Background: an optimization exercise with open tools, aiming at small area. Do not read the settings as production practice.
Only simulation tests tie the RTL to the original design; equivalence was not proved.
Power and IR drop assume default switching activity.

== quartz ==
// sync_event_ctrl
module sync_event_ctrl (
	input  logic                                  clk,
	input  logic                                  rst,
	input  logic                                  master_mode,
	input  logic                                  slave_mode,
	input  sync_pkg::port_mask_t                  sync_rx_valid,
	input  logic [16-1:0]       sync_interval,
	input  logic [16-1:0]        sync_timeout,
	input  logic [32-1:0]          link_delay,
	input  sync_pkg::data_word_t                  sync_data,
	input  sync_pkg::ctrl_byte_t                  sync_ctrl,
	input  sync_pkg::port_mask_t                  sync_wr,
	input  sync_pkg::port_mask_t                  udp_rdy,
	output wire  [4*64-1:0]   udp_data,
	output wire  [4*8-1:0]   udp_ctrl,
	output wire  sync_pkg::port_mask_t            udp_wr,
	output sync_pkg::port_mask_t                  sync_rdy,
	output sync_pkg::time_t                       local_clk_counter,
	output sync_pkg::time_t                       global_time,
	output logic                                  sync_state
);
Size in the first run: ~540 flip-flops, ~580 I/O pins, roughly 28000 um2 of cells after synthesis.
clock: 8.0 ns
lec_check: 0
cap_margin: 20
core_margin: 2
core_utilization: 55
slew_margin: 20
standard.sh (not shown) runs the stock make flow with config.mk's settings and CLKGATE_MAP_FILE= SYNTH_SCRIPT=/design/flow/synth_recipe.tcl, a recipe that flattens the netlist after the stock synthesis.
==> flow/flow/run.sh <==
#!/bin/bash
# Standard layout with two changes that only affect area:
# - every port is buffered by the smallest buffer cell instead of the
#   10 um2 delay buffer that buffer_ports picks by itself;
# - clock tree synthesis builds from small clock buffers, each driving up
#   to 8 flip-flops, and leaves out the dummy loads it adds to balance
#   leaf nets.
set -euo pipefail
export BUFFER_PORTS_ARGS="-buffer_cell sky130_fd_sc_hd__buf_1"
export CTS_ARGS="-sink_clustering_enable -repair_clock_nets -dont_use_dummy_load -buf_list {sky130_fd_sc_hd__clkbuf_4} -sink_clustering_size 8 -sink_clustering_max_diameter 50"
bash standard.sh > make_flow.log 2>&1
Modified inputs, harbor compared to quartz
diff --git a/flow/design.v b/flow/design.v
--- a/flow/design.v
+++ b/flow/design.v
@@ -214,21 +214,21 @@
 	localparam sync_pkg::time_t RX_K = 64'd5536;
 	sync_pkg::time_t gt_x, gt_y, gt_z, gt_s, gt_c, gt_next, cnt_inc;
 	assign gt_x = rx_done ? {a5[15:0], b4, c4, a6[31:16]} : global_time;  
 	assign gt_y = rx_done ? {c3, a4, b3} : '0;   
 	assign gt_z = rx_done ? RX_K : 64'd8;
 	assign gt_s = gt_x ^ gt_y ^ gt_z;
 	assign gt_c = (gt_x & gt_y) | (gt_z & (gt_x ^ gt_y));
 	sync_add #(.W(64), .B(5)) i_gt_add (
 		.a(gt_s), .b({gt_c[62:0], 1'b0}), .cin(1'b0), .s(gt_next), .cout()
 	);
-	sync_inc #(.W(64)) i_cnt_inc (.a(local_clk_counter), .cin(1'b1), .s(cnt_inc));
+	sync_inc #(.W(64), .B(12)) i_cnt_inc (.a(local_clk_counter), .cin(1'b1), .s(cnt_inc));
 	always_ff @(posedge clk or posedge rst) begin
 		if (rst)
 			local_clk_counter <= '0;
 		else
 			local_clk_counter <= cnt_inc;
 	end
 	always_ff @(posedge clk or posedge rst) begin
 		if (rst)
 			global_time <= '0;
 		else
Results
harbor finished all stages; the layout is clean.
Summary of harbor over quartz: via count of the first global-routing pass up about 2.6%; clock group share of total power down 0.2 points.
harbor vs. quartz: worst setup slack went down by 0.17 ns.
The minimum clock period in harbor was higher than what quartz gave.
Taking quartz as the reference, in harbor post-synthesis share of cell area spent on and, or, nand and nor gates climbed 0.27 points; via count has increased; final area grew by 0.37%; routed length per instance moved down.
harbor vs. quartz: share of final layout cell area taken by clock buffers and inverters held steady, post-synthesis share of cell area spent on xor and xnor gates was more or less identical, synthesized cell count comparable, y dimension of the die did not really move, power now larger.

========
run a:
sync_event_ctrl, a different RTL version from the one above (not shown whole).
Size in the first run: ~2100 cells after synthesis, about 540 flip-flops, about 28000 µm² of cells after synthesis.
Settings: LEC_CHECK=0, CAP_MARGIN=20, CORE_MARGIN=2, CORE_UTILIZATION=55, SLEW_MARGIN=20; clock period 8.0 ns.
==> flow/flow/run.sh <==
#!/bin/bash
# Standard layout with two changes that only affect area:
# - every port is buffered by the smallest buffer cell instead of the
#   10 um2 delay buffer that buffer_ports picks by itself;
# - clock tree synthesis builds from small clock buffers, each driving up
#   to 8 flip-flops, and leaves out the dummy loads it adds to balance
#   leaf nets.
set -euo pipefail
export BUFFER_PORTS_ARGS="-buffer_cell sky130_fd_sc_hd__buf_1"
export CTS_ARGS="-sink_clustering_enable -repair_clock_nets -dont_use_dummy_load -buf_list {sky130_fd_sc_hd__clkbuf_4} -sink_clustering_size 8 -sink_clustering_max_diameter 60"
bash standard.sh > make_flow.log 2>&1
Run a completed every stage of the flow, and the final layout passed the timing, DRC and antenna checks.
Here is what was changed in the inputs of run b compared with run a.
-- flow/design.v --
<<< run a, line 62
		for (genvar i = 0; i < N; i++) begin : g_bit
			assign s0[i]  = a[LO+i] ^ b[LO+i] ^ k[i];
			assign k[i+1] = (a[LO+i] & b[LO+i]) | (k[i] & (a[LO+i] ^ b[LO+i]));
		end
		if (j == 0) begin : g_first
>>> run b, line 62
		for (genvar i = 0; i < N; i++) begin : g_bit
			assign s0[i]  = a[LO+i] ^ b[LO+i] ^ k[i];
			assign k[i+1] = (a[LO+i] & b[LO+i]) | (a[LO+i] & k[i]) | (b[LO+i] & k[i]);
		end
		if (j == 0) begin : g_first
<<< run a, line 164
	logic [15:0] b1, b2, b3, b4, b5;
	logic [15:0] c1, c2, c3, c4, c5;
	logic        c_carry;  
	logic        mode_q;   
	logic sof_wr, body_wr, sh_a, sh_b, sh_c;
>>> run b, line 164
	logic [15:0] b1, b2, b3, b4, b5;
	logic [15:0] c1, c2, c3, c4, c5;
	logic        mode_q;   
	logic sof_wr, body_wr, sh_a, sh_b, sh_c;
<<< run a, line 178
		(body_wr && (cnt == 4'd1 || cnt == 4'd3 || cnt == 4'd7 || cnt == 4'd8)) ||
		(st == ST_OUT && !master_mode && (cnt == 4'd2 || cnt == 4'd3 || cnt == 4'd5 || cnt == 4'd9));
	logic [47:0] hop_s;
	logic        hop_co, is_w7;
	assign is_w7 = (st == ST_BODY) && (cnt == 4'd7);
	sync_add #(.W(48), .B(6)) i_hop_add (
		.a({a6, b5}), .b({16'h0, is_w7 ? link_delay : 32'h0}), .cin(1'b0),
		.s(hop_s), .cout(hop_co)
	);
	always_ff @(posedge clk) begin
		mode_q <= master_mode;
		if (body_wr && is_w7)
			c_carry <= hop_co;
		if (sh_a || mstart)
			a1 <= master_mode ? local_clk_counter[63:32] : a2;
>>> run b, line 177
		(body_wr && (cnt == 4'd1 || cnt == 4'd3 || cnt == 4'd7 || cnt == 4'd8)) ||
		(st == ST_OUT && !master_mode && (cnt == 4'd2 || cnt == 4'd3 || cnt == 4'd5 || cnt == 4'd9));
	logic [63:0] hop_s;
	logic        is_w7;
	assign is_w7 = (st == ST_BODY) && (cnt == 4'd7);
	sync_add #(.W(64), .B(6)) i_hop_add (
		.a({c5, a6, b5}), .b({32'h0, is_w7 ? link_delay : 32'h0}), .cin(1'b0),
		.s(hop_s), .cout()
	);
	always_ff @(posedge clk) begin
		mode_q <= master_mode;
		if (sh_a || mstart)
			a1 <= master_mode ? local_clk_counter[63:32] : a2;
<<< run a, line 211
			c2 <= c3;
			c3 <= c4;
			c4 <= c5;
			c5 <= sync_data[15:0];
		end
	end
	logic [15:0] c1_inc;
	sync_inc #(.W(16)) i_chi_inc (.a(c1), .cin(c_carry), .s(c1_inc));
	localparam sync_pkg::time_t RX_K = 64'd5536;
	sync_pkg::time_t gt_x, gt_y, gt_z, gt_s, gt_c, gt_next, cnt_inc;
	assign gt_x = rx_done ? {a5[15:0], b4, c4, a6[31:16]} : global_time;  
	assign gt_y = rx_done ? {c3, a4, b3} : '0;   
	assign gt_z = rx_done ? (RX_K | {15'h0, c_carry, 48'h0}) : 64'd8;
	assign gt_s = gt_x ^ gt_y ^ gt_z;
	assign gt_c = (gt_x & gt_y) | (gt_z & (gt_x ^ gt_y));
>>> run b, line 208
			c2 <= c3;
			c3 <= c4;
			c4 <= hop_s[63:48];
			c5 <= sync_data[15:0];
		end
	end
	localparam sync_pkg::time_t RX_K = 64'd5536;
	sync_pkg::time_t gt_x, gt_y, gt_z, gt_s, gt_c, gt_next, cnt_inc;
	assign gt_x = rx_done ? {a5[15:0], b4, c4, a6[31:16]} : global_time;  
	assign gt_y = rx_done ? {c3, a4, b3} : '0;   
	assign gt_z = rx_done ? RX_K : 64'd8;
	assign gt_s = gt_x ^ gt_y ^ gt_z;
	assign gt_c = (gt_x & gt_y) | (gt_z & (gt_x ^ gt_y));
<<< run a, line 278
			4'd3: tx_data = mode_q ? {MAC_DST, MAC_SRC[47:32]} : hd;
			4'd4: tx_data = {mode_q ? MAC_SRC[31:0] : hd[63:32], 16'h88F7, 12'h000, 4'h2};
			4'd5: tx_data = {16'h002C, 8'h00, 8'h00, 16'h0000, mode_q ? 16'h0000 : c1_inc};
			4'd6: tx_data = {mode_q ? 48'h0 : hd[63:16], 16'h0000};
			4'd7: tx_data = {16'h0000, PORT_ID[79:32]};
>>> run b, line 273
			4'd3: tx_data = mode_q ? {MAC_DST, MAC_SRC[47:32]} : hd;
			4'd4: tx_data = {mode_q ? MAC_SRC[31:0] : hd[63:32], 16'h88F7, 12'h000, 4'h2};
			4'd5: tx_data = {16'h002C, 8'h00, 8'h00, 16'h0000, mode_q ? 16'h0000 : c1};
			4'd6: tx_data = {mode_q ? 48'h0 : hd[63:16], 16'h0000};
			4'd7: tx_data = {16'h0000, PORT_ID[79:32]};
Findings:
- [compare] base=run a new=run b: area of the multi-input gates shows a reduction of 75 µm²; register-to-register slack picked up an extra 200 ps; post-synthesis register bit count held.
- Launching element of the worst setup path = st[0]: run b; launching element of the worst setup path = cnt[2]: run a
- Taking run a as the reference point, the sequential power share of run b falls by 0.8 points.
- Utilization: lower on run a
- Cell area was lower in run b than in run a.

## what the ideal ports hide
How much do the figures lean on ideal ports? The routed layouts below were timed once more, with nothing changed but the port constraints. Step 1 (the two cells are an assumption about what drives the block):
set clk [get_ports {clk}]
set_driving_cell -lib_cell sky130_fd_sc_hd__clkbuf_16 $clk
set_driving_cell -lib_cell sky130_fd_sc_hd__buf_2 [delete_from_list [all_inputs] $clk]
Step 2 moves the port delays by t, midway between the first and last clock arrival at a register: inputs arrive t later, outputs are due t later. That takes back most of the time a late clock gives input paths. a / b / c = ideal ports / drivers / drivers and shift; a / b = the first two.
run	t, ns	setup slack, ns	clock arrival spread, ns	worst slew at a driven data input, ns
quartz	0.877	1.045 / 1.045 / 0.788	0.071 / 0.071	0.13
harbor	0.859	0.871 / 0.871 / 0.871	0.095 / 0.096	0.08
run a	0.794	0.963 / 0.963 / 0.820	0.129 / 0.130	0.07
run b	0.863	1.162 / 1.162 / 0.842	0.074 / 0.073	0.12
After both steps setup and hold are still met in every run listed. For run b, which loses most, drivers alone change the setup slack by 0.000 ns; drivers and shift together by -0.320 ns.
